This design comes from an exercise in tuning for small area, a short achievable clock period and few clock cycles on the open sky130 flow, not from production work. Only simulation tests tie the RTL to the original design; equivalence was not proved.

## acc_top
module acc_top #(
  parameter int ADDR_WIDTH = acc_pkg::ADDR_WIDTH_DEF,
  parameter int CNT_WIDTH  = acc_pkg::CNT_WIDTH_DEF
) (
  input  logic                  ap_clk,
  input  logic                  ap_rst_n,
  input  logic                  ap_start,
  output logic                  ap_idle,
  output logic                  ap_ready,
  output logic                  ap_done,
  input  logic [ADDR_WIDTH-1:0] ifm_addr_base,
  input  logic [ADDR_WIDTH-1:0] wgt_addr_base,
  input  logic [ADDR_WIDTH-1:0] ofm_addr_base,
  input  logic [CNT_WIDTH-1:0]  cfg_ci,
  input  logic [CNT_WIDTH-1:0]  cfg_co,
  output logic                  ifm_rd_req,
  output logic [ADDR_WIDTH-1:0] ifm_rd_addr,
  input  logic                  ifm_rd_valid,
  input  acc_pkg::word_t        ifm_rd_data,
  output logic                  wgt_rd_req,
  output logic [ADDR_WIDTH-1:0] wgt_rd_addr,
  input  logic                  wgt_rd_valid,
  input  acc_pkg::word_t        wgt_rd_data,
  output logic                  ofm_wr_req,
  output logic [ADDR_WIDTH-1:0] ofm_wr_addr,
  output acc_pkg::word_t        ofm_wr_data,
  input  logic                  ofm_wr_ack
);
For scale: roughly 1800 cells after synthesis, roughly 300 flip-flops, ~320 I/O pins, roughly 21000 um2 of cells after synthesis.
clock: 12.5 ns
lec_check: 0
cap_margin: 20
core_margin: 2
core_utilization: 40
cts_buf_list: sky130_fd_sc_hd__clkbuf_8
cts_cluster_diameter: 60
cts_cluster_size: 12
slew_margin: 20
standard.sh (not shown) runs the stock make flow with config.mk's settings and CLKGATE_MAP_FILE= SYNTH_SCRIPT=/design/flow/synth_recipe.tcl, a recipe that flattens the netlist after the stock synthesis.
==> flow/flow/run.sh <==
#!/bin/bash
# Layout flow: the standard ORFS flow (standard synthesis unchanged), with
#  - port buffers made from plain buf cells instead of the default delay-buffer
#    cells (every port still gets its own buffer),
#  - repair_timing asked for extra setup slack so the resizer works the
#    input/output paths below the clock period.
# Each tool's full output stays in orfs/logs; make's output goes to flow.log.
set -euo pipefail
PORT_BUF=${PORT_BUF:-sky130_fd_sc_hd__buf_1}
MARGIN=${MARGIN:-6.8}
bash standard.sh "BUFFER_PORTS_ARGS=-buffer_cell $PORT_BUF" "SETUP_SLACK_MARGIN=$MARGIN" finish > flow.log 2>&1
The first run finished with timing, DRC and antenna clean.
Testbench counts at the start, summed over its fixed seeds: cycles 59,110.
Next try:
- CAP_MARGIN: 20 -> 5
- CORE_UTILIZATION: 40 -> 60
- CTS_BUF_LIST: sky130_fd_sc_hd__clkbuf_8 -> sky130_fd_sc_hd__clkbuf_16
- CTS_CLUSTER_DIAMETER: 60 -> 100
- CTS_CLUSTER_SIZE: 12 -> 25
- SLEW_MARGIN: 20 -> 5
After rerunning: The changed run went through all stages and came out clean. Design area came out lower by 2.8%. Critical path depth is unchanged. Global-route usage came out higher by 8.1 points. Setup slack is better by 0.0067 ns. Core utilization came out higher by 22 points. Routed wire length came out lower by 5.8%. Clock-buffer cell count came out lower by 23. Via count came out lower by 1.5%. Clock skew came out lower by 0.010 ns.
Next try:
--- a/flow/flow/run.sh
+++ b/flow/flow/run.sh
@@ -8,4 +8,4 @@
 set -euo pipefail
 PORT_BUF=${PORT_BUF:-sky130_fd_sc_hd__buf_1}
-MARGIN=${MARGIN:-6.8}
+MARGIN=${MARGIN:-7}
 bash standard.sh "BUFFER_PORTS_ARGS=-buffer_cell $PORT_BUF" "SETUP_SLACK_MARGIN=$MARGIN" finish > flow.log 2>&1
- CAP_MARGIN: 5 -> 20
- CORE_UTILIZATION: 60 -> 40
- CTS_BUF_LIST: sky130_fd_sc_hd__clkbuf_16 -> unset
- CTS_CLUSTER_DIAMETER: 100 -> unset
- CTS_CLUSTER_SIZE: 25 -> unset
- SLEW_MARGIN: 5 -> 20
After rerunning: Hold slack loses 0.060 ns. Count of clock-buffer cells in the layout rises by 28. Routed wire length rises by 6.5%. Global-route usage falls by 8.2 points. Synthesized cell count is unchanged. Final cell count rises by 12%.
Next try:
--- a/flow/flow/run.sh
+++ b/flow/flow/run.sh
@@ -8,4 +8,4 @@
 set -euo pipefail
 PORT_BUF=${PORT_BUF:-sky130_fd_sc_hd__buf_1}
-MARGIN=${MARGIN:-7}
+MARGIN=${MARGIN:-6.8}
 bash standard.sh "BUFFER_PORTS_ARGS=-buffer_cell $PORT_BUF" "SETUP_SLACK_MARGIN=$MARGIN" finish > flow.log 2>&1
- CORE_UTILIZATION: 40 -> 60
- CTS_BUF_LIST: unset -> sky130_fd_sc_hd__clkbuf_16
- CTS_CLUSTER_DIAMETER: unset -> 100
- CTS_CLUSTER_SIZE: unset -> 25
The new run went through all stages and came out clean.
Worst setup slack gets better by 0.0078 ns.
Clock-buffer cell count drops by 28.
Area after synthesis does not change.
Register-to-register slack gets worse by 0.25 ns.

Starting RTL as in the previous note.
==> flow/config.mk <==
export PLATFORM = sky130hd
export DESIGN_NAME = acc_top
export DESIGN_NICKNAME = acc_top
export VERILOG_FILES = /design/flow/design.v
export SDC_FILE = /design/flow/constraint.sdc
export NUM_CORES = 4
export LEC_CHECK = 0
export CAP_MARGIN = 20
export CORE_MARGIN = 2
export CORE_UTILIZATION = 60
export CTS_BUF_LIST = sky130_fd_sc_hd__clkbuf_16
export CTS_CLUSTER_DIAMETER = 100
export CTS_CLUSTER_SIZE = 25
export SETUP_SLACK_MARGIN = 5
export SLEW_MARGIN = 20
==> flow/constraint.sdc <==
create_clock -name core_clock -period 12.5 [get_ports {ap_clk}]
set_input_delay 2.5000 -clock core_clock [delete_from_list [all_inputs] [get_ports {ap_clk}]]
set_output_delay 2.5000 -clock core_clock [all_outputs]
set_load 0.01 [all_outputs]
run.sh (not shown) runs the stock make flow with config.mk's settings and CLKGATE_MAP_FILE= SYNTH_SCRIPT=/design/flow/synth_recipe.tcl, a recipe that flattens the netlist after the stock synthesis.
Stock flow here: none of the scripts above is used.
The first run finished with timing, DRC and antenna clean.
Testbench counts at the start, summed over its fixed seeds: cycles 59,110.
Rerun with:
==> flow/flow/run.sh (new file) <==
#!/bin/bash
# Layout flow: the standard ORFS flow (standard synthesis unchanged), with
#  - port buffers made from plain buf cells instead of the default delay-buffer
#    cells (every port still gets its own buffer),
#  - repair_timing asked for extra setup slack so the resizer works the
#    input/output paths below the clock period.
# Each tool's full output stays in orfs/logs; make's output goes to flow.log.
set -euo pipefail
PORT_BUF=${PORT_BUF:-sky130_fd_sc_hd__buf_1}
MARGIN=${MARGIN:-6.5}
bash standard.sh "BUFFER_PORTS_ARGS=-buffer_cell $PORT_BUF" "SETUP_SLACK_MARGIN=$MARGIN" finish > flow.log 2>&1
==> flow/standard.sh (new file) <==
#!/bin/bash
# synth_recipe.tcl (not shown) runs the flow's synth.tcl, then flattens the netlist and writes it again
# the make line also repeats each setting of config.mk as NAME=value (left out here)
make -C /OpenROAD-flow-scripts/flow DESIGN_CONFIG=/design/flow/config.mk WORK_HOME=/design/flow/orfs CLKGATE_MAP_FILE= SYNTH_SCRIPT=/design/flow/synth_recipe.tcl "${@:-finish}"
- CORE_UTILIZATION: 60 -> 40
- SETUP_SLACK_MARGIN: 5 -> not set
removed: flow/run.sh
After rerunning:
- via count went down by a few percent
- count of clock-buffer cells in the layout came out higher by 2
- flip-flop and latch count does not change
- register-to-register slack gets better by 0.12 ns
- setup slack improved by 1.1 ns
- utilization drops by 28 points
- synthesized area is unchanged
- non-clock buffer count rose by 4
- cell count goes up by roughly a tenth
Rerun with:
--- a/flow/flow/run.sh
+++ b/flow/flow/run.sh
@@ -9,3 +9,3 @@
 PORT_BUF=${PORT_BUF:-sky130_fd_sc_hd__buf_1}
-MARGIN=${MARGIN:-6.5}
+MARGIN=${MARGIN:-6.8}
 bash standard.sh "BUFFER_PORTS_ARGS=-buffer_cell $PORT_BUF" "SETUP_SLACK_MARGIN=$MARGIN" finish > flow.log 2>&1
=> The changed run finished clean. Synthesized area stays the same. Design area grows by 0.75%. Clock-buffer cell count does not change. Die area does not change. Cell count came out higher by 0.33%.
Rerun with:
- CORE_UTILIZATION: 40 -> 60
- TNS_END_PERCENT: not set -> 5
The changed run ran to the end with no violations.
Critical path depth stays the same.
Clock skew falls by 0.017 ns.
Design area is lower slightly.

[re-timing with driven ports]
The flow's constraints put no driver on any port. The routed layouts listed below were extracted and timed again, unchanged, in two steps. Step 1: set_driving_cell puts a clkbuf_16 on ap_clk and a buf_2 on each other input, an assumption about the parent block. Step 2 times the ports against the registers' clock, not the clock port: input delays grow and output delays shrink by t, the midpoint of the rising clock arrivals with the driver on. Three values: no drivers, after step 1, after step 2; two values: the first two.
run	t, ns	setup WS [ns]	cell pins on the clock port's net
the first run of note 1	0.657	6.763 / 6.710 / 6.710	1
the second run of note 1	0.573	6.770 / 6.715 / 6.715	1
the third run of note 1	0.598	6.762 / 6.716 / 6.716	1
the fourth run of note 1	0.573	6.770 / 6.715 / 6.715	1
the first run of note 2	0.583	5.432 / 5.383 / 5.383	1
the second run of note 2	0.596	6.567 / 6.532 / 6.532	1
the third run of note 2	0.597	6.769 / 6.714 / 6.714	1
the fourth run of note 2	0.575	6.765 / 6.708 / 6.708	1
After both steps setup and hold are still met in every run listed. The setup slack of the fourth run of note 2, which loses most, moves by -0.057 ns with the drivers and by -0.057 ns with both steps.
